What follows belongs to an exercise in optimizing a design on an open flow for small area, a short achievable clock period and few clock cycles; a production flow would make more cautious choices.
The RTL was checked by simulation tests, not by an equivalence proof against the original design.

--- flow/constraint.sdc ---
create_clock -name core_clock -period 10.5 [get_ports {clk}]
set_input_delay 2.1000 -clock core_clock [delete_from_list [all_inputs] [get_ports {clk}]]
set_output_delay 2.1000 -clock core_clock [all_outputs]
set_load 0.01 [all_outputs]
--- flow/flow/run.sh ---
#!/bin/bash
# The standard layout (the standard.sh: standard synthesis, floorplan,
# placement, CTS, routing, finish) with two changes to how it is made:
#  - a larger setup slack margin for ORFS's timing repair, so the repair keeps
#    working on the critical paths after the design's 10.5 ns clock is met;
#  - every port still gets its own buffer, but a plain sky130 buf_1 instead
#    of the delay cell buffer_ports picks by default (the resizer upsizes it
#    where a port needs more drive).
# The constraints and every other setting are the standard flow's own.
set -euo pipefail
bash standard.sh SETUP_SLACK_MARGIN=6 \
    'BUFFER_PORTS_ARGS=-buffer_cell sky130_fd_sc_hd__buf_1' \
    finish > standard_sh.log 2>&1
--- flow/design.v ---
`timescale 1ns/1ps
`default_nettype none
module modarith_unit (
    input  logic         clk,
    input  logic         rst_n,
    input  logic         start,
    input  logic [1:0]   op,
    input  logic [127:0] a,
    input  logic [127:0] b,
    input  logic [127:0] m,
    output logic         busy,
    output logic         done,
    output logic [127:0] res_value,
    output logic         res_err
);
    localparam int K     = 2;                       
    localparam int NSTEP = 64;                      
    localparam int BW    = 128;
    localparam int SW    = 132;                     
    localparam int IW    = SW + K;                  
    localparam int P     = 122;                     
    localparam int EW    = 10;                      
    localparam int MP    = 2;                       
    localparam int BIAS  = 2;
    localparam int QMIN  = -2;
    localparam int NQ    = 8;                       
    localparam int NT    = NQ - 1;                  
    localparam int MHW   = 128 - P + MP;            
    localparam int TW    = EW + 8;                  
    localparam int CW    = 7;                       
    localparam logic [3:0] ST_IDLE  = 4'd0,
                           ST_MSTEP = 4'd1,   
                           ST_MFIN  = 4'd2,   
                           ST_FIX   = 4'd3,   
                           ST_ADD1  = 4'd4,   
                           ST_ADD2  = 4'd5,   
                           ST_SUB1  = 4'd6,   
                           ST_FSTEP = 4'd7,   
                           ST_FP1   = 4'd8,   
                           ST_FSUB  = 4'd9,   
                           ST_MSET  = 4'd10,  
                           ST_MAPP  = 4'd11;  
    logic [127:0]  ra, rm;
    logic [BW-1:0] rb;
    logic [SW-1:0] S, C;
    logic [CW-1:0] cnt;
    logic [3:0]    st;
    logic          sub_r;    
    logic          czero_r;  
    logic          last_r;   
    logic          err_r;
    logic accept;
    assign accept = start & (~busy | done);
    logic do_step;
    assign do_step = (st == ST_MSTEP) | (st == ST_FSTEP);
    logic [NQ-1:0] qoh;
    logic          q_p, q_n1, q_n2, q_inc, q_l;
    logic [SW-1:0] m_s;
    assign m_s = {{(SW-128){1'b0}}, rm};
    logic [SW-1:0] t_h, t_l;
    assign t_h = ({SW{q_p}} & (m_s << 1)) | ({SW{q_n1}} & ~(m_s << 1)) | ({SW{q_n2}} & ~(m_s << 2));
    assign t_l = {SW{q_l}} & ~m_s;
    logic [SW-1:0] xa, ya, xb, yb, maja, majb;
    assign xa   = S ^ C ^ t_h;
    assign maja = (S & C) | (S & t_h) | (C & t_h);
    assign ya   = {maja[SW-2:0], q_inc};
    assign xb   = xa ^ ya ^ t_l;
    assign majb = (xa & ya) | (xa & t_l) | (ya & t_l);
    assign yb   = {majb[SW-2:0], q_l};
    logic [IW-1:0] xb4, yb4, pp1, pp0, xc, yc, xd, yd, majc, majd;
    assign xb4  = {xb, 2'b00};
    assign yb4  = {yb, 2'b00};
    assign pp1  = rb[BW-1] ? {{(IW-129){1'b0}}, ra, 1'b0} : '0;
    assign pp0  = rb[BW-2] ? {{(IW-128){1'b0}}, ra} : '0;
    assign xc   = xb4 ^ yb4 ^ pp1;
    assign majc = (xb4 & yb4) | (xb4 & pp1) | (yb4 & pp1);
    assign yc   = {majc[IW-2:0], 1'b0};
    assign xd   = xc ^ yc ^ pp0;
    assign majd = (xc & yc) | (xc & pp0) | (yc & pp0);
    assign yd   = {majd[IW-2:0], 1'b0};
    logic [SW-1:0] step_s, step_c;
    assign step_s = xd[SW-1:0];
    assign step_c = yd[SW-1:0];
    logic [MHW-1:0] mh;
    assign mh = rm[127 -: MHW];
    logic [K-1:0] nd;             
    assign nd = do_step ? rb[BW-K-1 -: K] : rb[BW-1 -: K];
    logic [IW-1:0] a1, a0;
    assign a1 = {{(IW-129){1'b0}}, ra, 1'b0};
    assign a0 = {{(IW-128){1'b0}}, ra};
    logic [EW-1:0] ppt;           
    assign ppt = (nd[1] ? a1[P +: EW] : '0) + (nd[0] ? a0[P +: EW] : '0);
    logic [10:0] u1;
    logic [13:0] u3, u5;          
    assign u1 = rm[127 -: 11];
    always_ff @(posedge clk) begin
        u3 <= {3'b0, u1} + {2'b0, u1, 1'b0};
        u5 <= {3'b0, u1} + {1'b0, u1, 2'b0};
    end
    logic [NQ-1:0][EW-1:0] p4c;
    logic [13:0] u2, u4;
    assign u2 = {2'b0, u1, 1'b0};
    assign u4 = {1'b0, u1, 2'b0};
    assign p4c[0] = EW'(u2 >> 3);                  
    assign p4c[1] = EW'({3'b0, u1} >> 3);          
    assign p4c[2] = '0;                            
    assign p4c[3] = EW'(~{3'b0, u1} >> 3);
    assign p4c[4] = EW'(~u2 >> 3);
    assign p4c[5] = EW'(~u3 >> 3);
    assign p4c[6] = EW'(~u4 >> 3);
    assign p4c[7] = EW'(~u5 >> 3);
    logic [EW-1:0] p4;
    always_comb begin
        p4 = '0;
        for (int v = 0; v < NQ; v++) p4 = p4 | ({EW{qoh[v]}} & p4c[v]);
    end
    logic [EW-1:0] s_t, c_t;
    assign s_t = S[P-K +: EW];
    assign c_t = C[P-K +: EW];
    logic [NT-1:0][EW-1:0] nth, nth_n;
    logic [NT-1:0]         th;
    for (genvar t = 0; t < NT; t++) begin : g_th
        localparam int CJ = 2 * (QMIN + 1 + t) - 1;
        logic signed [TW-1:0] cj, mhs, prod, thr;
        logic [EW-1:0] x1, y1, m1, x2, y2, m2, tsum;
        assign cj    = TW'(CJ);
        assign mhs   = {{(TW-MHW){1'b0}}, mh};
        assign prod  = cj * mhs;
        assign thr   = (prod >>> (MP + 1)) - TW'(BIAS);
        assign nth_n[t] = ppt - thr[EW-1:0];
        assign x1    = s_t ^ c_t ^ nth[t];
        assign m1    = (s_t & c_t) | (s_t & nth[t]) | (c_t & nth[t]);
        assign y1    = {m1[EW-2:0], 1'b0};
        assign x2    = x1 ^ y1 ^ p4;
        assign m2    = (x1 & y1) | (x1 & p4) | (y1 & p4);
        assign y2    = {m2[EW-2:0], 1'b0};
        assign tsum  = x2 + y2;
        assign th[t] = ~tsum[EW-1];
    end
    always_ff @(posedge clk) nth <= nth_n;
    logic qen;
    assign qen = (st == ST_MSTEP);
    logic [NQ:0]   thx;
    logic [NQ-1:0] eq, qoh_n;
    always_comb begin
        thx = {1'b0, th, 1'b1};
        for (int v = 0; v < NQ; v++) eq[v] = thx[v] & ~thx[v+1];
        qoh_n = qen ? eq : NQ'(1 << (-QMIN));
    end
    always_ff @(posedge clk) begin
        qoh   <= qoh_n;
        q_p   <= qen & ~th[1];               
        q_n1  <= qen & th[3] & ~th[5];       
        q_n2  <= qen & th[5];                
        q_inc <= qen & th[3];
        q_l   <= qen & (eq[1] | eq[3] | eq[5] | eq[7]);   
    end
    logic [SW-1:0] cpa;
    assign cpa = S + (C ^ {SW{sub_r}}) + {{(SW-1){1'b0}}, sub_r};
    logic neg;
    assign neg = cpa[SW-1];
    logic addsub_in;
    assign addsub_in = ~op[1];
    always_ff @(posedge clk) begin
        if (do_step) begin
            S <= step_s;
            C <= step_c;
        end else if (st == ST_MAPP) begin
            S <= xb;
            C <= yb;
        end else if (accept) begin
            S <= {{(SW-128){1'b0}}, a & {128{addsub_in}}};
            C <= {{(SW-128){1'b0}}, b & {128{addsub_in}}};
        end else begin
            S <= cpa;
            C <= czero_r ? '0 : {{(SW-128){1'b0}}, rm};
        end
        if (accept) begin
            ra <= a;
            rm <= m;
            rb <= {{(BW-128){1'b0}}, b};
            cnt <= CW'(NSTEP - 1);
            err_r <= (op == 2'd3);
        end else if (do_step) begin
            rb <= rb << K;
            cnt <= cnt - 1'b1;
        end
    end
    logic [3:0] st_n;
    logic       sub_n, czero_n, last_n, done_n;
    always_comb begin
        st_n    = ST_IDLE;
        sub_n   = 1'b0;
        czero_n = 1'b0;
        last_n  = last_r;
        done_n  = 1'b0;
        case (st)
            ST_MSET:  st_n = ST_MSTEP;
            ST_MSTEP: st_n = (cnt == '0) ? ST_MAPP : ST_MSTEP;
            ST_MAPP:  st_n = ST_MFIN;
            ST_MFIN, ST_ADD2, ST_SUB1: begin
                if (neg) st_n = ST_FIX;
                else     done_n = 1'b1;
            end
            ST_FIX:  done_n = 1'b1;
            ST_ADD1: begin st_n = ST_ADD2; sub_n = 1'b1; end
            ST_FSTEP: begin st_n = ST_FP1; last_n = (cnt == '0); end
            ST_FP1:  begin st_n = ST_FSUB; sub_n = 1'b1; end
            ST_FSUB: begin
                if (sub_r) begin
                    st_n = ST_FSUB;
                    if (neg) czero_n = 1'b1;   
                    else     sub_n   = 1'b1;
                end else if (last_r) begin
                    done_n = 1'b1;
                end else begin
                    st_n = ST_FSTEP;
                end
            end
            default: ;
        endcase
        if (accept) begin
            last_n = 1'b0;
            case (op)
                2'd0: begin st_n = ST_ADD1; end
                2'd1: begin st_n = ST_SUB1; sub_n = 1'b1; end
                2'd2: begin st_n = m[127] ? ST_MSET : ST_FSTEP; czero_n = 1'b1; end
                default: begin st_n = ST_IDLE; done_n = 1'b1; end
            endcase
        end
    end
    always_ff @(posedge clk or negedge rst_n) begin
        if (!rst_n) begin
            st      <= ST_IDLE;
            sub_r   <= 1'b0;
            czero_r <= 1'b0;
            last_r  <= 1'b0;
            busy    <= 1'b0;
            done    <= 1'b0;
        end else begin
            st      <= st_n;
            sub_r   <= sub_n;
            czero_r <= czero_n;
            last_r  <= last_n;
            busy    <= accept | (busy & ~done);
            done    <= done_n;
        end
    end
    assign res_value = S[127:0];
    assign res_err   = err_r;
endmodule
`default_nettype wire
--- flow/config.mk ---
export PLATFORM = sky130hd
export DESIGN_NAME = modarith_unit
export DESIGN_NICKNAME = modarith_unit
export VERILOG_FILES = /design/flow/design.v
export SDC_FILE = /design/flow/constraint.sdc
export NUM_CORES = 4
export LEC_CHECK = 0
export CAP_MARGIN = 40
export CORE_MARGIN = 2
export CORE_UTILIZATION = 65
export CTS_BUF_LIST = sky130_fd_sc_hd__clkbuf_8
export SLEW_MARGIN = 40
--- flow/standard.sh ---
#!/bin/bash
# synth_recipe.tcl (not shown) runs the flow's synth.tcl, then flattens the netlist and writes it again
# the make line also repeats each setting of config.mk as NAME=value (left out here)
make -C /OpenROAD-flow-scripts/flow DESIGN_CONFIG=/design/flow/config.mk WORK_HOME=/design/flow/orfs CLKGATE_MAP_FILE= SYNTH_SCRIPT=/design/flow/synth_recipe.tcl "${@:-finish}"
==> flow_summary.toml, run 1 <==
[outcome]
status = "finished clean"

[yosys]
synth.area.top_cells = "fa_1 21%, edfxtp_1 18%, dfxtp_1 12%"
synth.avg_cell_area_sq_um = 9.69
yosysTopAreaCell = "fa_1"
synth_edf_count = 385
async_flop_share = 0.0117
yosysSeqAreaShare = 0.300
synth_fp_nets = 8024
synth_cells = 6624
yosysWarnings = 1
ys_types = 94
synthDominantCellAreaShare = 0.205
syn-cell-area_sq_um = 64200
synth_ff_type = "edfxtp_1"
ys_ff_latch = 767

[setup_path]
ff2ff_path_depth = 17
crit_fanout = 8
crit_path_end = "S[117]"
crit_type = "reg -> reg"
arrival_ns = 5.25
crit_start = "sub_r"
startpoint_type = "register"
cp_data_required_time_ns = 11.22
rrSetupSlack_ns = 5.97
cp-end-kind = "register"
rr_startpoint = "sub_r"
r2r_end = "S[117]"

[floorplanning]
ios = 520
floorplan.core_area_sq_um = 98100
initial_core_util = 0.654
die_y_um = 318
dieArea_sq_um = 101000
fp.dieW_um = 318
rows = 115

[timing]
fin_crit_sh = 0.431
rsz0062_at_grt = "yes"
fin_skew_ns = 0.0398
fin_crit_ns = 4.53
hold_viol = 0
tns_ns = 0
max-slew-margin-rel = 0.401
setup_violations = 0
drv_slew = 0
worstMarginPinSlew_ns = 0.898
max_freq_ghz = 0.221

[drt]
wire_per_inst_um = 26.0
drt-total-wl_mm = 216
drtAntennaViolNets = 0
vias = 53400
drtPass1Iterations = 9
drc = 0
drt_iter0_drc = 5424
vias_per_cell = 6.43

[global_routing]
grt_usage = 0.423
grt_pass1_vias = 54500
antenna_found_initial = 19
grt_max_degree = 219
grt_pass1_wl_mm = 327
overflow = 0

[clock_network]
cts_buffer_depth = 3
clk_latency_ns = 0.87
cts_made_buffers = 145
cts.clk_slew.worst_paths_ns = 0.06
clockRootBuffer = "clkbuf_8"
cts_sinks = 767
cts_tree = "yes"
htree_num_levels = 4

[placed_design]
dp_hpwl_mm = 156
io_buffers = 519
gp_congestion = 0.984

[layout]
final_net_count = 8292
multi_input_area_sq_um = 41900
layout-drive-gt1-share = 0.0667
regArea_sq_um = 19300
fin_util = 0.716
fillers = 7585
syn_to_final_growth_pct = 9.37

[flow_run]
maxCapViolCount = 0

[min_path]
hp-class = "reg -> reg"
per-layer routing:
layer,vias up,share of wire,GRT usage
met5,-,0.00067,0
met1,26000,0.38,0.538
met3,749,0.10,0.0993
li1,23400,-,-
met2,3220,0.46,0.671
met4,24,0.063,0.232
area by class of cell:
class,instances,area share
timing repair buffer,647,0.0455
clock inverter,104,0.00877
multi-input combinational,4988,0.596
antenna,6,0.000214
clock buffer,166,0.0325
timing repair inverter,2,0.000196
sequential,767,0.274
tap,1287,0.0229
inverter,341,0.0189
cells by family (layout without fill, tap and decap cells):
family,Yosys count,count (layout),share of synthesized area
compound gates,1640,1640,0.162
mux,136,136,0.0213
xor+xnor,406,406,0.0554
fa+ha+maj,1011,1011,0.274
simple gates,1792,1795,0.129
flops,767,767,0.300
other cells,0,6,0
buf+inv,872,1260,0.0586
cells in the mapped netlist (31+ instances only):
| cell type | instances |
|---|---|
| nor2b_1 | 46 |
| and2_1 | 271 |
| and3_1 | 49 |
| a21oi_1 | 333 |
| nor2_1 | 321 |
| buf_1 | 31 |
| nand2_1 | 818 |
| a21o_1 | 99 |
| o21ai_0 | 605 |
| o21ai_1 | 82 |
| mux2i_1 | 132 |
| clkbuf_1 | 367 |
| edfxtp_1 | 385 |
| o21bai_1 | 69 |
| fa_1 | 659 |
| a221o_1 | 136 |
| nand3_1 | 86 |
| inv_1 | 338 |
| a221oi_1 | 62 |
| nand4_1 | 77 |
| xnor2_1 | 178 |
| dfxtp_1 | 373 |
| buf_4 | 128 |
| o21a_1 | 35 |
| nor3_1 | 41 |
| xor2_1 | 228 |
| ha_1 | 352 |
how the worst min path moves through the flow:
| stage | startpoint | end | slack (ns) | depth (start not counted) |
|---|---|---|---|---|
| 3_3_place_gp | ra[0] | S[0] | 0.48 | 2 |
| 4_1_cts | ra[0] | S[0] | 0.51 | 2 |
| 2_1_floorplan | ra[0] | S[0] | 0.46 | 2 |
| 5_1_grt | cnt[1] | cnt[1] | 0.54 | 2 |
| 6_report | ra[0] | S[0] | 0.51 | 2 |
| 3_5_place_dp | ra[0] | S[0] | 0.50 | 2 |
flip-flops by register name, summed over array words and instances (netlist names), 4 cells and up:
name  count
ra      128
st        4
rb      128
nth      70
u5       10
cnt       7
C       132
rm      128
qoh       7
S       132
u3       10
cells in the final DEF (no fill, tap or decap), types with 35 or more instances in the layout:
master    instances
fa_1            655
buf_1           518
and3_1           49
and2_1          270
a221o_1         136
nor3_1           38
nor2b_1          43
edfxtp_1        385
a221oi_1         61
nor2_1          313
nand4_1          77
xnor2_1         174
dfxtp_1         366
inv_1           395
buf_4            93
nand2_1         815
o21ai_0         598
clkbuf_8        166
o21bai_1         69
o21a_1           35
o21ai_1          85
ha_1            347
a21o_1           99
mux2i_1         130
nand3_1          81
xor2_1          224
a21oi_1         320
stage by stage:
step | worst slack (ns) | hold WS [ns] | area [sq um] | instances
floorplan | 5.63 | 0.463 | 64300 | 6624
global placement | 4.23 | 0.485 | 66000 | 7959
detailed placement | 4.54 | 0.495 | 66100 | 7965
CTS | 5.90 | 0.512 | 69500 | 8265
global route | 5.83 | 0.538 | 70200 | 8308
finish | 5.97 | 0.507 | 70200 | 8308
timing repair:
item,4_1_cts,5_1_grt
resized for setup,50,68
cloned,5,1
hold buffers,0,0
buffers inserted,25,34
pin swaps,9,29
endpoints found under the setup margin,311,66
critical path, cell delays in order (launching register included):
cell and delay (ns):
dfrtp_4 0.58, buf_4 0.23, xor2_1 0.17, ha_1 0.33
a2111o_1 0.38, a31o_2 0.27, a211oi_4 0.40, buf_4 0.19
nor4b_4 0.06, o211ai_4 0.27, a31oi_4 0.22, a31oi_4 0.39
buf_4 0.19, inv_2 0.03, a31o_2 0.25, a21oi_1 0.19
xor2_1 0.17, o21ai_1 0.07
Testbench counts, summed over its fixed seeds: cycles 18,780.
==> run 2, diff against run 1 <==
--- a/flow/config.mk
+++ b/flow/config.mk
@@ -7,3 +7,3 @@
 export LEC_CHECK = 0
-export CAP_MARGIN = 40
+export CAP_MARGIN = 20
 export CORE_MARGIN = 2
@@ -11,2 +11,2 @@
 export CTS_BUF_LIST = sky130_fd_sc_hd__clkbuf_8
-export SLEW_MARGIN = 40
+export SLEW_MARGIN = 20
==> run 2 against run 1 <==
Still clean on timing, DRC and antenna. Final cell count decreased by 0.12%. Clock-buffer cell count decreased by 9. Flip-flop and latch count unchanged. Critical path type unchanged. Largest cell class unchanged.
==> flow_summary.toml, run 2 <==
[outcome]
status = "finished clean"

[setup_path]
crit_type = "reg -> reg"
startpoint_type = "register"
slowest_delay_ns = 0.59
critPathTopFamily = "compound AO/OA/AOI/OAI gates"
cp_data_required_time_ns = 11.23
path_buf_inv = 2
arrival_ns = 5.20
cp-end-kind = "register"
crit_cells = 16
critPathSlowestCell = "dfrtp_4"
worstPathCellList = "buf_4, xor2_1, ha_2, and2_1, nand3_2, a2111o_1, nand3_2, nand4b_4, a21oi_4, a31oi_4, o21ai_4, buf_4, a21oi_1, xnor2_1, a221oi_1, o21ai_1"
crit_fanout = 7
ff2ff_path_depth = 16

[floorplanning]
floorplan.core_area_sq_um = 98100
initial_core_util = 0.654
ios = 520
rows = 115
die_y_um = 318
fp.dieW_um = 318
dieArea_sq_um = 101000

[yosys]
async_flop_share = 0.0117
synth_cells = 6624
synthDominantCellAreaShare = 0.205
synth_most_common_cell = "nand2_1"
synth.avg_cell_area_sq_um = 9.69
yosysTopAreaCell = "fa_1"
ys_types = 94
syn-cell-area_sq_um = 64200
yosysSeqAreaShare = 0.300
ys_ff_latch = 767
yosysWarnings = 1
synth.area.top_cells = "fa_1 21%, edfxtp_1 18%, dfxtp_1 12%"
ys_top_cells_by_count = "818 x nand2_1, 659 x fa_1, 605 x o21ai_0, 385 x edfxtp_1, 373 x dfxtp_1"
synth_ff_type = "edfxtp_1"
synth_fp_nets = 8024
synth_edf_count = 385

[layout]
final_common_cell = "nand2_1"
fin_util = 0.714
syn_to_final_growth_pct = 9.18
final_net_count = 8286
top_regs = "C x132, S x132"
layout_common_cells = "814 x nand2_1, 656 x fa_1, 599 x o21ai_0"
layout-drive-gt1-share = 0.0653

[clock_network]
cts_sinks = 767
hold_buffers = 0
cts_tree = "yes"
clockRootBuffer = "clkbuf_8"
cts_made_buffers = 143
clk_latency_ns = 0.88
htree_num_levels = 4
cts_buffer_depth = 3
cts.clk_slew.worst_paths_ns = 0.06

[drt]
drt_iter0_drc = 5437
drtAntennaViolNets = 0
drtPass1Iterations = 8
vias_per_cell = 6.46
met2_length_mm = 98.9
met3_length_mm = 23.9
drt-total-wl_mm = 217
vias = 53600
drt-met1-wl_mm = 79.8
drc = 0
wire_per_inst_um = 26.1
routed.top_layer = "met5"

[timing]
fin_crit_ns = 4.47
max_freq_ghz = 0.224
fin_crit_sh = 0.426
max-slew-margin-rel = 0.198
rsz0062_at_grt = "yes"
hold_slack_ns = 0.508
setup_violations = 0
tns_ns = 0
setup_slack_ns = 6.03
hold_viol = 0
worstMarginPinSlew_ns = 1.20
fin_skew_ns = 0.0526
drv_slew = 0

[placed_design]
gp_congestion = 0.984
dp_hpwl_mm = 155
post-place-ws_ns = 4.58
io_buffers = 519

[min_path]
min_delay_path_depth = 2
hp-class = "reg -> reg"

[global_routing]
antenna_found_initial = 20
grt_pass1_vias = 54600
grt_max_degree = 219
grt_pass1_wl_mm = 326
overflow = 0
grt_usage = 0.423

[flow_run]
maxCapViolCount = 0
## run 2: cell counts after synthesis
No cell type changed its count.
## run 2: repair_timing
action	CTS	global route
cloned	7	3
endpoints found under the setup margin	388	324
setup buffers	26	33
gates resized for setup	55	70
pin swaps	10	31
## run 2: cell families (layout without fill, tap and decap cells)
kind of cell,Yosys count,count (layout),share of synthesized area
muxes,136,136,0.0213
and+or+nand+nor,1792,1799,0.129
xor gates and xnor gates,406,406,0.0554
adders and majority gates,1011,1011,0.274
AOI/OAI and AO/OA,1640,1640,0.162
buffers and inverters,872,1242,0.0586
other,0,10,0
DFF,767,767,0.300
## run 2: final cells by class
| type | instances | area, sq um |
|---|---|---|
| clock buffers | 157 | 2160 |
| inverters | 341 | 1320 |
| clock inverters | 103 | 656 |
| flip-flops and latches | 767 | 19300 |
| diodes | 10 | 25.0 |
| repair inverters | 2 | 13.8 |
| repair buffers | 639 | 3110 |
| multi-input cells | 4992 | 41900 |
| fillers | 7638 | 28000 |
| well taps | 1287 | 1610 |
## run 2: worst paths after layout
| path | from | endpoint | slack, ns |
|---|---|---|---|
| setup / recovery | sub_r | S[110] | 6.03 |
| hold / removal | ra[0] | S[0] | 0.51 |
| setup reg to reg | sub_r | S[110] | 6.03 |
| hold reg to reg | ra[0] | S[0] | 0.51 |
| max in group asynchronous | rst_n | sub_r | 8.85 |
| min in group asynchronous | rst_n | busy | 1.22 |
## run 2: per-layer routing
| layer | track usage | vias to the layer above |
|---|---|---|
| met3 | 0.114 | 745 |
| met4 | 0.230 | 24 |
| met5 | 0 | - |
| met1 | 0.531 | 26100 |
| met2 | 0.668 | 3292 |
| li1 | - | 23400 |
## run 2: metrics by stage
stage	std cells	cell area, sq um
6_report	8298	70100
4_1_cts	8252	69400
3_5_place_dp	7959	66000
2_1_floorplan	6624	64300
3_3_place_gp	7959	66000
5_1_grt	8293	70100
## run 2: worst min-delay path: cells and delay by family, from the launching register on
family           cells  cell delay, ns
AND/OR/NAND/NOR      1            0.07
AO/OA/AOI/OAI        1            0.06
flip-flops           1            0.34
==> run 3, diff against run 2 <==
--- a/flow/flow/run.sh
+++ b/flow/flow/run.sh
@@ -10,3 +10,3 @@
 set -euo pipefail
-bash standard.sh SETUP_SLACK_MARGIN=6 \
+bash standard.sh SETUP_SLACK_MARGIN=6.5 \
     'BUFFER_PORTS_ARGS=-buffer_cell sky130_fd_sc_hd__buf_1' \
--- a/flow/config.mk
+++ b/flow/config.mk
@@ -9,3 +9,3 @@
 export CORE_MARGIN = 2
-export CORE_UTILIZATION = 65
+export CORE_UTILIZATION = 60
 export CTS_BUF_LIST = sky130_fd_sc_hd__clkbuf_8
==> run 3 against run 2 <==
Still clean on timing, DRC and antenna. Clock skew shrank 0.013 ns. Final area grew 7.6%. Critical path depth grew 1. Non-clock buffer count grew 210. Global-route usage shrank 1.4 points. Final cell count grew 4.0%. Flip-flop and latch count is the same. Register-to-register slack gained 0.07 ns. Maximum frequency grew 1.6%. Sequential share of layout area shrank 1.9 points. Critical path type unchanged. Highest routed layer unchanged.
==> flow_summary.toml, run 3 <==
[yosys]
syn-cell-area_sq_um = 64200
synth.avg_cell_area_sq_um = 9.69
synth_fp_nets = 8024
synth.area.top_cells = "fa_1 21%, edfxtp_1 18%, dfxtp_1 12%"
synthDominantCellAreaShare = 0.205
synth_ff_type = "edfxtp_1"
synth_edf_count = 385
yosysWarnings = 1
ys_ff_latch = 767
ys_top_cells_by_count = "818 x nand2_1, 659 x fa_1, 605 x o21ai_0, 385 x edfxtp_1, 373 x dfxtp_1"
yosysSeqAreaShare = 0.300
yosysTopAreaCell = "fa_1"
synth_cells = 6624
synth_most_common_cell = "nand2_1"
ys_types = 94
async_flop_share = 0.0117

[setup_path]
crit_cells = 17
crit_type = "reg -> reg"
critPathSlowestCell = "dfrtp_4"
path_buf_inv = 3
cp_data_required_time_ns = 11.23
cp-end-kind = "register"
ff2ff_path_depth = 17
rr_startpoint = "sub_r"
r2r_end = "S[113]"
rrSetupSlack_ns = 6.10
slowest_delay_ns = 0.61
crit_fanout = 8
critPathTopFamily = "compound AO/OA/AOI/OAI gates"
crit_top_cell = "a31oi_4"
crit_start = "sub_r"
worstPathCellList = "buf_16, xor2_2, ha_1, a2111o_1, a31o_4, a211oi_4, buf_4, nor4b_4, o211ai_2, a31oi_4, buf_12, a31oi_4, o21ai_4, a211oi_2, xnor2_1, a221oi_1, nor2_1"
arrival_ns = 5.13
startpoint_type = "register"
crit_path_end = "S[113]"

[drt]
drc = 0
vias = 55000
vias_per_cell = 6.37
drtAntennaViolNets = 0
drt_iter0_drc = 5599
wire_per_inst_um = 26.9
drtPass1Iterations = 8
drt-total-wl_mm = 232

[placed_design]
dp_hpwl_mm = 160
dp.cells = 8062
gp_congestion = 1.02
io_buffers = 519

[layout]
final_common_cell = "nand2_1"
fin_cells = 8634
layout-drive-gt1-share = 0.154
top_regs = "C x132, S x132"
fillers = 8099
final_net_count = 8492
syn_to_final_growth_pct = 17.5
layout_common_cells = "800 x nand2_1, 650 x fa_1, 551 x o21ai_0"

[min_path]
hp-class = "reg -> reg"

[global_routing]
use_met2 = 0.653
grt_pass1_wl_mm = 336
overflow = 0
busiest_layer = "met2"
grt_usage = 0.409
grt_util_met3 = 0.0979
grt_max_degree = 207
grt_pass1_vias = 55400
met1_usage = 0.515
antenna_found_initial = 27

[timing]
fin_skew_ns = 0.0394
fin_crit_sh = 0.419
fin_crit_ns = 4.40
max_freq_ghz = 0.227
hold_slack_ns = 0.506
tns_ns = 0
worstMarginPinSlew_ns = 1.30
max-slew-margin-rel = 0.129
setup_violations = 0
rsz0062_at_grt = "yes"
hold_viol = 0
drv_slew = 0

[clock_network]
cts_buffer_depth = 3
clk_latency_ns = 0.87
cts_made_buffers = 145
htree_num_levels = 4
cts_tree = "yes"
clockRootBuffer = "clkbuf_8"
cts.clk_slew.worst_paths_ns = 0.07
cts_sinks = 767

[outcome]
status = "finished clean"

[floorplanning]
fp.dieW_um = 331
floorplan.core_area_sq_um = 107000
die_y_um = 331
initial_core_util = 0.602
rows = 120
dieArea_sq_um = 110000
ios = 520

[flow_run]
maxCapViolCount = 0
[run 3: cell counts after synthesis]
Identical to the previous run, type by type.
[run 3: final cells by class]
cell class	count	area [sq um]	area share
antenna	18	45.0	0.000597
clock buffer	169	2330	0.0308
clock inverter	99	603	0.00799
inverter	341	1360	0.0180
multi-input combinational	4987	44600	0.592
sequential	767	19300	0.256
tap	1403	1760	0.0233
timing repair buffer	849	5410	0.0717
timing repair inverter	1	8.76	0.000116
[run 3: worst min path at each step]
stage | start | endpoint | slack (ns) | cells after the start
after detailed placement | cnt[5] | cnt[5] | 0.49 | 2
final | rb[97] | rb[99] | 0.51 | 2
after global placement | cnt[6] | cnt[6] | 0.49 | 2
after global routing | rb[13] | rb[15] | 0.54 | 2
after CTS | rb[97] | rb[99] | 0.51 | 2
after floorplan | ra[0] | S[0] | 0.46 | 2
[run 3: worst min-delay path, cell delays in order (launching register included)]
cell	delay (ns)
edfxtp_1	0.32
nand2_1	0.04
nand2_1	0.05
[run 3: kinds of logic after synthesis]
| family | Yosys count | synth area share |
|---|---|---|
| multiplexers | 136 | 0.0213 |
| AND/OR/NAND/NOR | 1792 | 0.129 |
| flip-flops | 767 | 0.300 |
| AO/OA/AOI/OAI | 1640 | 0.162 |
| adder cells (fa/ha/maj) | 1011 | 0.274 |
| XOR/XNOR | 406 | 0.0554 |
| buffers and inverters | 872 | 0.0586 |
[run 3: per-layer routing]
metal	up-vias	wire [um]
li1	23800	-
met1	27300	88000
met2	3039	107000
met3	813	22500
met4	24	14900
met5	-	143
[run 3: timing repair]
| action | CTS | global route |
|---|---|---|
| hold buffers | 0 | 0 |
| endpoints found under the hold margin | 0 | 0 |
| pin swaps | 200 | 182 |
| endpoints found under the setup margin | 498 | 215 |
| buffers inserted | 174 | 101 |
| gates resized for setup | 505 | 324 |
| cloned | 8 | 3 |
[run 3: per-stage QoR]
stage / util / area (sq um) / setup slack, ns
after floorplan: - / 64400 / 5.63
after global placement: 0.619 / 66000 / 4.13
after detailed placement: 0.619 / 66000 / 4.03
after CTS: 0.684 / 72900 / 6.17
after global routing: 0.708 / 75400 / 6.01
final: 0.708 / 75400 / 6.10
==> run 4, diff against run 3 <==
--- a/flow/flow/run.sh
+++ b/flow/flow/run.sh
@@ -10,3 +10,3 @@
 set -euo pipefail
-bash standard.sh SETUP_SLACK_MARGIN=6.5 \
+bash standard.sh SETUP_SLACK_MARGIN=5.5 \
     'BUFFER_PORTS_ARGS=-buffer_cell sky130_fd_sc_hd__buf_1' \
--- a/flow/config.mk
+++ b/flow/config.mk
@@ -7,6 +7,6 @@
 export LEC_CHECK = 0
-export CAP_MARGIN = 20
+export CAP_MARGIN = 40
 export CORE_MARGIN = 2
-export CORE_UTILIZATION = 60
+export CORE_UTILIZATION = 75
 export CTS_BUF_LIST = sky130_fd_sc_hd__clkbuf_8
-export SLEW_MARGIN = 20
+export SLEW_MARGIN = 40
==> run 4 against run 3 <==
Clock skew hardly changed. Flip-flop and latch count stayed put. Worst setup slack worse by 0.46 ns. Clock-buffer cell count is 10 lower. Non-clock buffer count is 258 lower.
==> flow_summary.toml, run 4 <==
[outcome]
status = "finished clean"

[setup_path]
critPathSlowestCell = "o211ai_2"
startpoint_type = "register"
arrival_ns = 5.57
crit_top_cell = "a21oi_1"
crit_type = "reg -> reg"
path_buf_inv = 1
slowest_delay_ns = 0.70
cp_data_required_time_ns = 11.21
critPathTopFamily = "compound AO/OA/AOI/OAI gates"
crit_fanout = 43
cp-end-kind = "register"
worstPathCellList = "buf_12, xor2_1, ha_1, a21oi_1, a21boi_1, a211oi_4, o21ai_2, nand2_1, o211ai_2, a21oi_1, o21bai_1, a221o_1, a21bo_1, xnor2_1, o21ai_1"

[yosys]
synth_most_common_cell = "nand2_1"
synth.area.top_cells = "fa_1 21%, edfxtp_1 18%, dfxtp_1 12%"
yosysWarnings = 1
yosysTopAreaCell = "fa_1"
yosysSeqAreaShare = 0.300
synth_edf_count = 385
ys_types = 94
async_flop_share = 0.0117
syn-cell-area_sq_um = 64200
synth_ff_type = "edfxtp_1"
synthDominantCellAreaShare = 0.205
synth.avg_cell_area_sq_um = 9.69
synth_cells = 6624
synth_fp_nets = 8024
ys_top_cells_by_count = "818 x nand2_1, 659 x fa_1, 605 x o21ai_0, 385 x edfxtp_1, 373 x dfxtp_1"
ys_ff_latch = 767

[clock_network]
hold_buffers = 0
clockRootBuffer = "clkbuf_8"
cts_sinks = 767
htree_num_levels = 4
cts_buffer_depth = 3
cts.clk_slew.worst_paths_ns = 0.06
clk_latency_ns = 0.87
cts_tree = "yes"
cts_made_buffers = 138

[floorplanning]
fp.dieW_um = 297
die_y_um = 297
dieArea_sq_um = 88000
floorplan.core_area_sq_um = 85000
ios = 520
initial_core_util = 0.755
rows = 107

[global_routing]
overflow = 0
grt_max_degree = 187
antenna_found_initial = 25
grt_usage = 0.471
grt_pass1_wl_mm = 314
grt_pass1_vias = 55500

[min_path]
hp-class = "reg -> reg"

[layout]
layout_common_cells = "815 x nand2_1, 658 x fa_1, 601 x o21ai_0"
layout-drive-gt1-share = 0.0501
final_net_count = 8226
final_common_cell = "nand2_1"
fin_area_sq_um = 68900
syn_to_final_growth_pct = 7.27
top_regs = "C x132, S x132"

[drt]
wire_per_inst_um = 25.6
vias_per_cell = 6.72
vias = 54400
drt-total-wl_mm = 207
drc = 0
drtAntennaViolNets = 0
drtPass1Iterations = 6
drt_iter0_drc = 5791

[placed_design]
post-place-ws_ns = 4.57
dpl-instance-area_sq_um = 65800
gp_congestion = 1.01
io_buffers = 519
dp_hpwl_mm = 150

[timing]
fin_skew_ns = 0.0391
setup_slack_ns = 5.64
max_freq_ghz = 0.206
setup_violations = 0
fin_crit_sh = 0.463
max-slew-margin-rel = 0.181
worstMarginPinSlew_ns = 1.23
drv_slew = 0
hold_viol = 0
rsz0062_at_grt = "no"
tns_ns = 0
hold_slack_ns = 0.505
fin_crit_ns = 4.86

[flow_run]
maxCapViolCount = 0
==> run 4: cell families after synthesis <==
| kind of cell | count (synthesis) | synth area share |
|---|---|---|
| fa+ha+maj | 1011 | 0.274 |
| compound gates | 1640 | 0.162 |
| xor+xnor | 406 | 0.0554 |
| simple gates | 1792 | 0.129 |
| buf+inv | 872 | 0.0586 |
| mux | 136 | 0.0213 |
| flops | 767 | 0.300 |
==> run 4: final cells by class <==
cell class,instances,area [sq um]
clock buffer,159,2190
antenna,12,30.0
fill,5435,16100
sequential,767,19300
clock inverter,96,483
inverter,341,1300
tap,1144,1430
timing repair buffer,591,2690
multi-input combinational,4987,41500
==> run 4: timing repair <==
action | in CTS | in global routing
pin swaps | 2 | 2
endpoints found under the setup margin | 92 | 53
gates cloned | 2 | 0
gates resized for setup | 11 | 19
setup buffers | 5 | 5
==> run 4: path summary, 6_finish.rpt <==
check                      startpoint      end  slack [ns]  cells past startpoint
setup / recovery                sub_r    S[79]        5.64                     15
hold / removal                rb[116]  rb[118]        0.50                      2
setup reg to reg                sub_r    S[79]        5.64                     15
hold reg to reg               rb[116]  rb[118]        0.50                      2
max in group asynchronous       rst_n    sub_r        8.67                      1
min in group asynchronous       rst_n     busy        1.28                      1
==> run 4: per-stage QoR <==
step,utilization,cells
after floorplan,-,6624
after global placement,0.773,7812
after detailed placement,0.774,7816
after CTS,0.807,8078
after global routing,0.810,8095
final,0.810,8097
==> run 4: worst reg2reg max path, stage by stage (launching register included) <==
cell	delay (ns)
dfrtp_4	0.62
buf_12	0.35
xor2_1	0.16
ha_1	0.41
a21oi_1	0.17
a21boi_1	0.26
a211oi_4	0.09
o21ai_2	0.35
nand2_1	0.16
o211ai_2	0.70
a21oi_1	0.24
o21bai_1	0.41
a221o_1	0.33
a21bo_1	0.24
xnor2_1	0.15
o21ai_1	0.07
==> run 4: per-layer routing <==
| layer | GRT usage | up-vias | part of all wire |
|---|---|---|---|
| met3 | 0.156 | 1002 | 0.14 |
| met1 | 0.567 | 26000 | 0.34 |
| met4 | 0.308 | 28 | 0.073 |
| met2 | 0.728 | 4095 | 0.45 |
| li1 | - | 23300 | - |
| met5 | 0.00831 | - | 0.0013 |
==> run 5, diff against run 4 <==
--- a/flow/flow/run.sh
+++ b/flow/flow/run.sh
@@ -10,3 +10,3 @@
 set -euo pipefail
-bash standard.sh SETUP_SLACK_MARGIN=5.5 \
+bash standard.sh SETUP_SLACK_MARGIN=5.75 \
     'BUFFER_PORTS_ARGS=-buffer_cell sky130_fd_sc_hd__buf_1' \
--- a/flow/config.mk
+++ b/flow/config.mk
@@ -7,6 +7,6 @@
 export LEC_CHECK = 0
-export CAP_MARGIN = 40
+export CAP_MARGIN = 20
 export CORE_MARGIN = 2
-export CORE_UTILIZATION = 75
+export CORE_UTILIZATION = 65
 export CTS_BUF_LIST = sky130_fd_sc_hd__clkbuf_8
-export SLEW_MARGIN = 40
+export SLEW_MARGIN = 20
==> run 5 against run 4 <==
Final area grew 0.86%. Global-route usage down 6.0 points. Clock-buffer cell count is 8 higher. Register-to-register slack better by 0.18 ns. Via count is 3.3% lower. Worst hold slack improved by 0.0016 ns. First-iteration DRC count down 3.6%. Still clean. Critical endpoint is now S[73].
==> flow_summary.toml, run 5 <==
[clock_network]
cts_tree = "yes"
cts_made_buffers = 142
cts_sinks = 767
clk_latency_ns = 0.86
hold_buffers = 0
clockRootBuffer = "clkbuf_8"
cts_buffer_depth = 3
htree_num_levels = 4
cts.clk_slew.worst_paths_ns = 0.06

[drt]
drt_iter0_drc = 5582
drc = 0
vias_per_cell = 6.37
drt-total-wl_mm = 209
vias = 52600
drtPass1Iterations = 9
wire_per_inst_um = 25.3
drtAntennaViolNets = 0

[yosys]
synth.avg_cell_area_sq_um = 9.69
synth_most_common_cell = "nand2_1"
ys_top_cells_by_count = "818 x nand2_1, 659 x fa_1, 605 x o21ai_0, 385 x edfxtp_1, 373 x dfxtp_1"
synth_cells = 6624
synth_top_family_by_area = "adder cells"
synth_mux_area_frac = 0.0213
ys_types = 94
yosysWarnings = 1
syn-cell-area_sq_um = 64200
synth_compound_area_frac = 0.162
synth_fp_nets = 8024
ys_ff_latch = 767
synthDominantCellAreaShare = 0.205
yosysSeqAreaShare = 0.300
async_flop_share = 0.0117
yosysTopAreaCell = "fa_1"
synth_edf_count = 385
synth.area.top_cells = "fa_1 21%, edfxtp_1 18%, dfxtp_1 12%"
synth-adder-area-share = 0.274
synthSimpleGateAreaFrac = 0.129
synth_ff_type = "edfxtp_1"
synth_xor_area_frac = 0.0554

[global_routing]
overflow = 0
grt_max_degree = 179
antenna_found_initial = 23
grt_pass1_vias = 53000
grt_pass1_wl_mm = 319
grt_usage = 0.412

[setup_path]
critPathSlowestCell = "dfrtp_4"
crit_type = "reg -> reg"
rr_startpoint = "sub_r"
cp_data_required_time_ns = 11.23
path_buf_inv = 2
crit_start = "sub_r"
critPathTopFamily = "compound AO/OA/AOI/OAI gates"
worstPathCellList = "buf_16, xor2_1, ha_1, a21oi_2, a21boi_1, a211oi_4, buf_4, nor4b_4, nor2_1, o31ai_2, a21oi_2, o31ai_2, a41oi_1, xnor2_1, a221oi_1, o21ai_1"
crit_fanout = 55
arrival_ns = 5.41
startpoint_type = "register"
cp-end-kind = "register"
slowest_delay_ns = 0.55

[timing]
fin_skew_ns = 0.0380
setup_slack_ns = 5.82
max-slew-margin-rel = 0.179
worstMarginPinSlew_ns = 1.23
fin_crit_ns = 4.68
rsz0062_at_grt = "yes"
max_freq_ghz = 0.214
fin_crit_sh = 0.446
setup_violations = 0
hold_viol = 0
tns_ns = 0
drv_slew = 0

[floorplanning]
die_y_um = 318
initial_core_util = 0.654
fp.dieW_um = 318
rows = 115
floorplan.core_area_sq_um = 98100
dieArea_sq_um = 101000
ios = 520

[min_path]
hold_start = "rb[118]"
hp-class = "reg -> reg"

[placed_design]
io_buffers = 519
post-place-ws_ns = 4.07
gp_congestion = 0.980
dp_hpwl_mm = 153
dp.cells = 7959

[layout]
final_net_count = 8253
fin_cells = 8263
layout_common_cells = "815 x nand2_1, 656 x fa_1, 600 x o21ai_0"
top_regs = "C x132, S x132"
multi_input_area_sq_um = 41700
fillers = 7676
final_common_cell = "nand2_1"
syn_to_final_growth_pct = 8.18
regArea_sq_um = 19300
layout-drive-gt1-share = 0.0577

[flow_run]
maxCapViolCount = 0

[outcome]
status = "finished clean"
[run 5: worst paths after layout]
path,endpoint,slack [ns],cells after the start
max,S[73],5.82,16
min,rb[120],0.51,2
max reg2reg,S[73],5.82,16
min reg2reg,rb[120],0.51,2
max in group asynchronous,sub_r,8.91,1
min in group asynchronous,st[1],1.17,1
[run 5: what timing repair did]
item	4_1_cts	5_1_grt
setup buffers	17	17
pin swaps	7	16
hold endpoints to repair	0	0
endpoints found under the setup margin	355	298
cloned	2	0
resized for setup	34	54
[run 5: logic make-up after synthesis]
group / after synthesis
simple gates: 1792
fa+ha+maj: 1011
flops: 767
buf+inv: 872
xor+xnor: 406
compound gates: 1640
mux: 136
[run 5: worst register-to-register path, stage by stage (launching register included)]
cell and delay, ns:
dfrtp_4 0.55, buf_16 0.23, xor2_1 0.31, ha_1 0.43
a21oi_2 0.13, a21boi_1 0.26, a211oi_4 0.07, buf_4 0.18
nor4b_4 0.36, nor2_1 0.20, o31ai_2 0.44, a21oi_2 0.21
o31ai_2 0.42, a41oi_1 0.25, xnor2_1 0.18, a221oi_1 0.24
o21ai_1 0.11
[run 5: final cells by class]
class | instances | area share
Clock buffer | 167 | 0.0331
Clock inverter | 94 | 0.00618
Multi-Input combinational cell | 4986 | 0.600
Antenna cell | 6 | 0.000216
Tap cell | 1287 | 0.0232
Sequential cell | 767 | 0.277
Timing Repair Buffer | 615 | 0.0410
Inverter | 341 | 0.0189
[run 5: per-stage QoR]
stage,util,hold slack (ns),area (sq um)
6_report,0.708,0.506,69500
4_1_cts,0.703,0.507,69000
3_5_place_dp,0.672,0.492,65900
5_1_grt,0.708,0.531,69500
2_1_floorplan,-,0.463,64300
3_3_place_gp,0.672,0.486,65900
[run 5: metal layers]
| metal | up-vias | wire length [um] | global-route usage |
|---|---|---|---|
| met5 | - | 184 | 0 |
| met4 | 30 | 11900 | 0.207 |
| met3 | 631 | 22900 | 0.108 |
| met2 | 3063 | 94800 | 0.642 |
| met1 | 25600 | 79400 | 0.534 |
| li1 | 23300 | - | - |
==> run 6, diff against run 5 <==
--- a/flow/flow/run.sh
+++ b/flow/flow/run.sh
@@ -10,3 +10,3 @@
 set -euo pipefail
-bash standard.sh SETUP_SLACK_MARGIN=5.75 \
+bash standard.sh SETUP_SLACK_MARGIN=6.25 \
     'BUFFER_PORTS_ARGS=-buffer_cell sky130_fd_sc_hd__buf_1' \
==> run 6 against run 5 <==
Register-to-register slack better by 0.26 ns. Via count up 3.3%. Critical path depth unchanged. Highest routed layer unchanged.
==> flow_summary.toml, run 6 <==
[clock_network]
cts_buffer_depth = 3
cts_tree = "yes"
hold_buffers = 0
clk_latency_ns = 0.87
clockRootBuffer = "clkbuf_8"
cts_made_buffers = 142
htree_num_levels = 4
cts_sinks = 767
cts.clk_slew.worst_paths_ns = 0.07

[timing]
rsz0062_at_grt = "yes"
setup_violations = 0
drv_slew = 0
hold_viol = 0
max_freq_ghz = 0.226
tns_ns = 0
fin_crit_ns = 4.42
max-slew-margin-rel = 0.129
worstMarginPinSlew_ns = 1.31
fin_crit_sh = 0.421
fin_skew_ns = 0.0469

[global_routing]
overflow = 0
met1_usage = 0.542
grt_max_degree = 217
grt_pass1_wl_mm = 324
use_met2 = 0.659
busiest_layer = "met2"
grt_usage = 0.418
antenna_found_initial = 17
grt_util_met3 = 0.111
grt_pass1_vias = 53900

[min_path]
hp-class = "reg -> reg"
hold_start = "cnt[5]"

[drt]
drtAntennaViolNets = 0
drt_iter0_drc = 6508
vias = 54400
drc = 0
vias_per_cell = 6.49
wire_per_inst_um = 26.2
drtPass1Iterations = 7
drt-total-wl_mm = 219

[yosys]
async_flop_share = 0.0117
ys_top_cells_by_count = "818 x nand2_1, 659 x fa_1, 605 x o21ai_0, 385 x edfxtp_1, 373 x dfxtp_1"
synth_most_common_cell = "nand2_1"
synth.avg_cell_area_sq_um = 9.69
synth_ff_type = "edfxtp_1"
ys_ff_latch = 767
synth.area.top_cells = "fa_1 21%, edfxtp_1 18%, dfxtp_1 12%"
yosysTopAreaCell = "fa_1"
synth_cells = 6624
syn-cell-area_sq_um = 64200
ys_types = 94
yosysWarnings = 1
synth_edf_count = 385
yosysSeqAreaShare = 0.300
synth_fp_nets = 8024
synthDominantCellAreaShare = 0.205

[outcome]
status = "finished clean"

[layout]
layout_common_cells = "804 x nand2_1, 653 x fa_1, 575 x o21ai_0"
fillers = 7157
final_common_cell = "nand2_1"
syn_to_final_growth_pct = 13.6
layout-drive-gt1-share = 0.117
multi_input_area_sq_um = 43700
regArea_sq_um = 19300
top_regs = "C x132, S x132"
final_net_count = 8376

[floorplanning]
rows = 115
initial_core_util = 0.654
fp.dieW_um = 318
ios = 520
floorplan.core_area_sq_um = 98100
die_y_um = 318
dieArea_sq_um = 101000

[setup_path]
rr_startpoint = "sub_r"
cp_data_required_time_ns = 11.23
startpoint_type = "register"
cp-end-kind = "register"
crit_type = "reg -> reg"
arrival_ns = 5.15
rrSetupSlack_ns = 6.08
crit_start = "sub_r"
crit_fanout = 13

[flow_run]
maxCapViolCount = 0

[placed_design]
dp_hpwl_mm = 154
io_buffers = 519
gp_congestion = 0.952
[run 6: cell count changes in the layout (fill, tap and decap cells not counted), sizes merged]
cell / previous run / this run
buf: 614 / 730
clkinv: 43 / 34
bufinv: 1 / 9
inv: 382 / 386
nand2: 818 / 821
clkbuf: 167 / 168
diode: 6 / 7
nor2: 322 / 321
[run 6: worst max-delay path, cell delays in order (launching register included)]
cell	delay [ns]
dfrtp_4	0.63
buf_12	0.21
clkbuf_16	0.20
xor2_1	0.18
ha_1	0.37
a21oi_1	0.26
o21ai_0	0.24
a21oi_1	0.43
o221a_2	0.36
o41ai_4	0.11
a21oi_4	0.15
buf_12	0.16
o221ai_4	0.15
o21ai_2	0.20
nand3_2	0.15
a222oi_1	0.38
inv_1	0.07
[run 6: stage by stage]
step | cell area, sq um | hold WS, ns | utilization | setup slack, ns | instances
5_1_grt | 72900 | 0.532 | 0.743 | 6.04 | 8383
6_report | 72900 | 0.507 | 0.743 | 6.08 | 8386
4_1_cts | 70400 | 0.514 | 0.718 | 6.11 | 8291
3_5_place_dp | 66000 | 0.492 | 0.672 | 4.60 | 7952
2_1_floorplan | 64300 | 0.463 | - | 5.63 | 6624
3_3_place_gp | 66000 | 0.488 | 0.672 | 4.78 | 7951
[run 6: worst paths after layout]
| kind | to | cells past startpoint |
|---|---|---|
| min reg2reg | cnt[5] | 2 |
| max in group asynchronous | st[3] | 1 |
| max | done | 16 |
| max reg2reg | done | 16 |
| min in group asynchronous | sub_r | 1 |
| min | cnt[5] | 2 |
[run 6: kinds of logic (layout without fill, tap and decap cells)]
| logic type | count (synthesis) | count (layout) | synth area share |
|---|---|---|---|
| AND/OR/NAND/NOR | 1792 | 1795 | 0.129 |
| buffers and inverters | 872 | 1337 | 0.0586 |
| multiplexers | 136 | 136 | 0.0213 |
| adder cells (fa/ha/maj) | 1011 | 1011 | 0.274 |
| XOR/XNOR | 406 | 406 | 0.0554 |
| AO/OA/AOI/OAI | 1640 | 1640 | 0.162 |
| other | 0 | 7 | 0 |
| flip-flops | 767 | 767 | 0.300 |
[run 6: final cells by class]
class | instances | area share
sequential | 767 | 0.264
timing repair buffer | 735 | 0.0567
clock inverter | 96 | 0.00892
tap | 1287 | 0.0221
antenna | 7 | 0.000240
clock buffer | 164 | 0.0309
timing repair inverter | 1 | 0.000103
multi-input combinational | 4988 | 0.599
inverter | 341 | 0.0182
[run 6: routing by layer]
metal | routed length [um] | vias up
li1 | - | 23600
met1 | 82100 | 26600
met2 | 99700 | 3494
met3 | 25500 | 750
met4 | 11900 | 22
met5 | 135 | -
[run 6: what timing repair did]
action,CTS,global route
setup endpoints to repair,530,285
resized for setup,169,353
setup buffers,72,82
gates cloned,7,6
endpoints found under the hold margin,0,0
pin swaps,48,158
==> run 7, diff against run 6 <==
--- a/flow/flow/run.sh
+++ b/flow/flow/run.sh
@@ -10,3 +10,3 @@
 set -euo pipefail
-bash standard.sh SETUP_SLACK_MARGIN=6.25 \
+bash standard.sh SETUP_SLACK_MARGIN=6 \
     'BUFFER_PORTS_ARGS=-buffer_cell sky130_fd_sc_hd__buf_1' \
--- a/flow/config.mk
+++ b/flow/config.mk
@@ -7,3 +7,3 @@
 export LEC_CHECK = 0
-export CAP_MARGIN = 20
+export CAP_MARGIN = 10
 export CORE_MARGIN = 2
@@ -11,2 +11,2 @@
 export CTS_BUF_LIST = sky130_fd_sc_hd__clkbuf_8
-export SLEW_MARGIN = 20
+export SLEW_MARGIN = 10
==> run 7 against run 6 <==
Highest routed layer unchanged. Clock skew fell by 0.016 ns. Still clean on timing, DRC and antenna. Via count fell by 1.5%. Critical endpoint is now S[91]. Largest cell class unchanged. Final cell count fell by 0.91%.
==> flow_summary.toml, run 7 <==
[outcome]
status = "finished clean"

[global_routing]
grt_pass1_wl_mm = 327
antenna_found_initial = 19
grt_usage = 0.423
grt_max_degree = 219
overflow = 0
grt_pass1_vias = 54600

[timing]
drv_slew = 0
max_freq_ghz = 0.218
rsz0062_at_grt = "yes"
tns_ns = 0
fin_crit_ns = 4.58
worstMarginPinSlew_ns = 1.28
fin_crit_sh = 0.436
fin_skew_ns = 0.0306
setup_violations = 0
max-slew-margin-rel = 0.144
hold_viol = 0

[yosys]
synth_compound_area_frac = 0.162
synth.avg_cell_area_sq_um = 9.69
synthDominantCellAreaShare = 0.205
synthSimpleGateAreaFrac = 0.129
synth_most_common_cell = "nand2_1"
ys_types = 94
synth_ff_type = "edfxtp_1"
async_flop_share = 0.0117
synth_cells = 6624
synth_mux_area_frac = 0.0213
yosysSeqAreaShare = 0.300
synth-adder-area-share = 0.274
yosysWarnings = 1
synth.area.top_cells = "fa_1 21%, edfxtp_1 18%, dfxtp_1 12%"
synth_xor_area_frac = 0.0554
synth_top_family_by_area = "adder cells"
ys_ff_latch = 767
yosysTopAreaCell = "fa_1"
synth_fp_nets = 8024
ys_top_cells_by_count = "818 x nand2_1, 659 x fa_1, 605 x o21ai_0, 385 x edfxtp_1, 373 x dfxtp_1"
synth_edf_count = 385
syn-cell-area_sq_um = 64200

[drt]
drtPass1Iterations = 8
vias_per_cell = 6.44
drtAntennaViolNets = 0
drt-total-wl_mm = 218
drc = 0
drt_iter0_drc = 5665
wire_per_inst_um = 26.2
vias = 53500

[layout]
regArea_sq_um = 19300
multi_input_area_sq_um = 42000
layout-drive-gt1-share = 0.0681
top_regs = "C x132, S x132"
fin_util = 0.716
fin_area_sq_um = 70200
layout_common_cells = "815 x nand2_1, 656 x fa_1, 600 x o21ai_0"
syn_to_final_growth_pct = 9.39
final_common_cell = "nand2_1"
fillers = 7590
final_net_count = 8295

[clock_network]
cts_tree = "yes"
clockRootBuffer = "clkbuf_8"
cts_made_buffers = 144
cts_buffer_depth = 3
htree_num_levels = 4
cts.clk_slew.worst_paths_ns = 0.06
clk_latency_ns = 0.87
hold_buffers = 0
cts_sinks = 767

[flow_run]
maxCapViolCount = 0

[placed_design]
io_buffers = 519
dp_hpwl_mm = 155
dpl-instance-area_sq_um = 66000
gp_congestion = 0.984

[floorplanning]
dieArea_sq_um = 101000
ios = 520
die_y_um = 318
floorplan.core_area_sq_um = 98100
rows = 115
fp.dieW_um = 318
initial_core_util = 0.654

[setup_path]
rrSetupSlack_ns = 5.92
critPathSlowestCell = "dfrtp_4"
path_buf_inv = 3
slowest_delay_ns = 0.58
arrival_ns = 5.32
cp_data_required_time_ns = 11.24
cp-end-kind = "register"
worstPathCellList = "buf_12, buf_12, xor2_1, ha_1, a2111o_1, a31o_2, a211oi_4, o21ai_4, a2111oi_4, buf_4, o21ai_2, a211oi_4, o21ai_2, a21oi_2, xnor2_1, a221oi_2, o21ai_1"
startpoint_type = "register"
critPathTopFamily = "compound AO/OA/AOI/OAI gates"
crit_type = "reg -> reg"
crit_fanout = 6

[min_path]
hp-class = "reg -> reg"
-- run 7: layout make-up --
| class | instances | share of cell area |
|---|---|---|
| antenna | 8 | 0.000285 |
| clock buffer | 160 | 0.0314 |
| clock inverter | 106 | 0.00825 |
| inverter | 341 | 0.0188 |
| multi-input combinational | 4992 | 0.598 |
| sequential | 767 | 0.274 |
| tap | 1287 | 0.0229 |
| timing repair buffer | 647 | 0.0460 |
| timing repair inverter | 2 | 0.000196 |
-- run 7: worst min-delay path, stage by stage (launching register included) --
cell,delay [ns]
edfxtp_1,0.34
nand3_1,0.07
o21ai_0,0.06
-- run 7: per-stage QoR --
| step | hold WS (ns) | setup WS, ns | cells |
|---|---|---|---|
| 2_1_floorplan | 0.463 | 5.63 | 6624 |
| 3_3_place_gp | 0.485 | 4.23 | 7959 |
| 3_5_place_dp | 0.492 | 4.56 | 7960 |
| 4_1_cts | 0.506 | 5.89 | 8260 |
| 5_1_grt | 0.529 | 5.86 | 8307 |
| 6_report | 0.508 | 5.92 | 8310 |
-- run 7: worst paths after layout --
check                       from    end  cells past startpoint
setup / recovery           sub_r  S[91]                     17
hold / removal             ra[0]   S[0]                      2
setup reg to reg           sub_r  S[91]                     17
hold reg to reg            ra[0]   S[0]                      2
max in group asynchronous  rst_n  sub_r                      1
min in group asynchronous  rst_n  st[0]                      1
-- run 7: kinds of logic (layout without fill, tap and decap cells) --
logic type / count (synthesis) / in the layout
buffers and inverters: 872 / 1256
and+or+nand+nor: 1792 / 1799
adders and majority gates: 1011 / 1011
DFF: 767 / 767
other: 0 / 8
AOI/OAI and AO/OA: 1640 / 1640
xor gates and xnor gates: 406 / 406
muxes: 136 / 136
-- run 7: routing by layer --
metal / vias to the layer above / track usage / share of wire
met3: 767 / 0.0968 / 0.11
met2: 3302 / 0.672 / 0.46
met4: 24 / 0.235 / 0.064
met5: - / 0 / 0.00066
li1: 23400 / - / -
met1: 26100 / 0.539 / 0.37
-- run 7: repair_timing --
item	CTS	global route
gates cloned	7	3
setup endpoints to repair	389	327
setup buffers	27	39
resized for setup	50	93
pin swaps	7	33

## afterwards: timing with drivers on the ports
No port has a modelled driver above. Below, the same layouts with a new extraction and two added sets of constraints. Step 1: set_driving_cell puts a clkbuf_16 on clk and a buf_2 on each other input, an assumption about the parent block. Step 2 times the ports against the registers' clock, not the clock port: input delays grow and output delays shrink by t, the midpoint of the rising clock arrivals with the driver on. a / b / c = ideal / step 1 / step 2; a / b = the first two.
run | t, ns | setup slack, ns | worst setup path after step 2 | slew at the worst register clock pin (ns) | cell pins on the clock port's net
run 1 | 0.925 | 5.971 / 5.971 / 5.168 | input to register | 0.07 / 0.07 | 1
run 2 | 0.935 | 6.030 / 6.030 / 5.214 | input to register | 0.07 / 0.07 | 1
run 3 | 0.921 | 6.103 / 6.103 / 5.388 | input to register | 0.07 / 0.07 | 1
run 4 | 0.933 | 5.642 / 5.642 / 4.752 | input to register | 0.07 / 0.07 | 1
run 5 | 0.919 | 5.821 / 5.821 / 4.976 | input to register | 0.07 / 0.07 | 1
run 6 | 0.932 | 6.083 / 6.083 / 5.385 | input to register | 0.07 / 0.07 | 1
run 7 | 0.934 | 5.923 / 5.923 / 5.175 | input to register | 0.07 / 0.07 | 1
After both steps setup and hold are still met in every run listed. The setup slack of run 4, which loses most, moves by 0.000 ns with the drivers and by -0.890 ns with both steps.
